Context: an optimization exercise on an open-source flow, tuned for small area, a short achievable clock period and few clock cycles. The choices shown serve that exercise and are no tape-out recipe. RTL that was checked went through simulation tests only; none was proved equivalent to the original. No activity file was given, so power comes from the tool's default toggle rates.

## orange
// srt_div_top
module srt_div_top (
	input logic clk,
	input logic arst_n,
	input logic psel,
	input logic penable,
	input logic pwrite,
	input logic [7:0] paddr,
	input logic [srt_pkg::APB_DATA_W-1:0] pwdata,
	output logic [srt_pkg::APB_DATA_W-1:0] prdata,
	output logic pready,
	output logic pslverr
);
	localparam logic [7:0] A_DVD = 8'h00;
	localparam logic [7:0] A_DVS = 8'h04;
	localparam logic [7:0] A_STS = 8'h08;
	localparam logic [7:0] A_RES = 8'h0C;
	logic [15:0] dividend;
	logic [31:0] slot [3];		 
	logic [2:0] sdbz;		 
	logic [1:0] sskip [3];		 
	logic [2:0] wr_oh;		 
	logic [2:0] rd_oh;		 
	logic [2:0] nx_oh;		 
	logic [2:0] n_out;		 
	logic [2:0] n_rdy;		 
	logic [1:0] n_sres;		 
	logic [1:0] n_pend;		 
	logic wbf;			 
	logic busy;			 
	logic hold;			 
	logic [3:0] cnt;		 
	logic [15:0] ur;		 
	logic [15:0] uq;		 
	logic [15:0] ud;		 
	logic udbz;			 
	logic pre_dbz;			 
	logic [2:0] pre_c;		 
	logic [1:0] pre_skip;
	logic dvd_wr_q;			 
	logic div_wr_q;			 
	logic rd_res_q;			 
	assign pready = 1'b1;
	logic setup;
	logic launch;
	logic pop;
	logic [2:0] n_rdy_vis;		 
	logic [31:0] head;		 
	logic head_dbz;
	assign setup = psel & ~penable;
	assign launch = div_wr_q;
	assign pop = rd_res_q;
	assign n_rdy_vis = n_rdy + {2'b0, wbf};
	always_comb begin
		if (n_sres != 2'd0) begin
			head = ({32{rd_oh[0]}} & slot[0]) | ({32{rd_oh[1]}} & slot[1]) |
				({32{rd_oh[2]}} & slot[2]);
			head_dbz = |(rd_oh & sdbz);
		end else begin
			head = {ur, uq};
			head_dbz = udbz;
		end
	end
	always_ff @(posedge clk or negedge arst_n) begin
  ...
export LEC_CHECK = 0
export CAP_MARGIN = 20
export CORE_MARGIN = 2
export CORE_UTILIZATION = 45
export PLACE_DENSITY = 0.6
export SLEW_MARGIN = 20
create_clock -name core_clock -period 10.0 [get_ports {clk}]
standard.sh (not shown) runs the stock make flow with config.mk's settings and CLKGATE_MAP_FILE= SYNTH_SCRIPT=/design/flow/synth_recipe.tcl, a recipe that flattens the netlist after the stock synthesis.
==> flow/flow/run.sh <==
#!/bin/bash
set -euo pipefail
MARGIN=$(cat flow/margin.txt)
bash standard.sh synth > synth.log 2>&1
bash standard.sh "SETUP_SLACK_MARGIN=$MARGIN" \
	"BUFFER_PORTS_ARGS=-buffer_cell sky130_fd_sc_hd__buf_2" finish > layout.log 2>&1
==> flow/flow/margin.txt <==
7.1
Relative to orange, the following input files were edited for blue:
==> flow/flow/margin.txt <==
6.8
### Flow results
Against orange, maximum clock skew at final layout in blue came out worse. Route | blue vs orange | wire shorter in blue. Fraction of area in non-clock buffers: blue < orange. Between blue and orange, the via count is higher for orange. Measured against each other, blue and orange differ in fraction of area in registers, the lower figure coming from orange. In the reports for blue and orange, the smaller first-iteration DRC count belongs to orange. orange reports its startpoint of the worst setup timing path as paddr[6] while blue reports paddr[5].
No run of this note included a check of the RTL's function; only the layout flow was run.

========
Another version of the RTL of srt_div_top (not shown whole).
For scale: about 240 flip-flops, about 79 I/O pins, about 0.012 mm2 of cells after synthesis.
==> flow/config.mk <==
export PLATFORM = sky130hd
export DESIGN_NAME = srt_div_top
export DESIGN_NICKNAME = srt_div_top
export VERILOG_FILES = /design/flow/design.v
export SDC_FILE = /design/flow/constraint.sdc
export NUM_CORES = 4
export LEC_CHECK = 0
export CAP_MARGIN = 20
export CORE_MARGIN = 2
export CORE_UTILIZATION = 45
export PLACE_DENSITY = 0.6
export SLEW_MARGIN = 20
==> flow/constraint.sdc <==
create_clock -name core_clock -period 10.0 [get_ports {clk}]
set_input_delay 2.0000 -clock core_clock [delete_from_list [all_inputs] [get_ports {clk}]]
set_output_delay 2.0000 -clock core_clock [all_outputs]
set_load 0.01 [all_outputs]
==> flow/flow/margin.txt <==
6.9
Scripts as last shown in full above: flow/flow/run.sh
Testbench counts at the start, summed over its fixed seeds: cycles 24,558.
Next try:
--- a/flow/config.mk
+++ b/flow/config.mk
@@ -10,2 +10,5 @@
 export CORE_UTILIZATION = 45
+export CTS_BUF_LIST = sky130_fd_sc_hd__clkbuf_16
+export CTS_CLUSTER_DIAMETER = 60
+export CTS_CLUSTER_SIZE = 20
 export PLACE_DENSITY = 0.6
What happened: Non-clock buffer count rises by 2. Combinational power rises by 3.3%. Via count falls by 0.40%. Design area falls by 0.91%. Synthesized cell count stays the same. Count of clock-buffer cells in the layout falls by 19. Global-route usage is about the same. Utilization falls by 0.47 points. Worst hold slack barely changes.

[afterwards: timing with drivers on the ports]
In the flow no input, the clock included, has a driving cell. The finished layouts below were timed again as built, in two steps. Step 1: set_driving_cell puts a clkbuf_16 on clk and a buf_2 on each other input, an assumption about the parent block. Step 2 also shifts input and output timing later by t, the mid clock arrival at the registers, as if the neighbouring blocks saw the same clock. a / b / c = ideal / step 1 / step 2; a / b = the first two.
| run | t, ns | setup slack, ns | clock arrival spread, ns | pins driven straight from the clock port |
|---|---|---|---|---|
| orange | 0.582 | 7.024 / 6.980 / 6.462 | 0.008 / 0.008 | 1 |
| blue | 0.588 | 6.883 / 6.912 / 6.324 | 0.022 / 0.022 | 1 |
| the first run of note 2 | 0.588 | 6.965 / 6.932 / 6.456 | 0.010 / 0.010 | 1 |
| the second run of note 2 | 0.568 | 6.973 / 6.935 / 6.459 | 0.018 / 0.018 | 1 |
After both steps every run listed still meets setup and hold. For orange, which loses most, drivers alone change the setup slack by -0.044 ns; drivers and shift together by -0.562 ns.
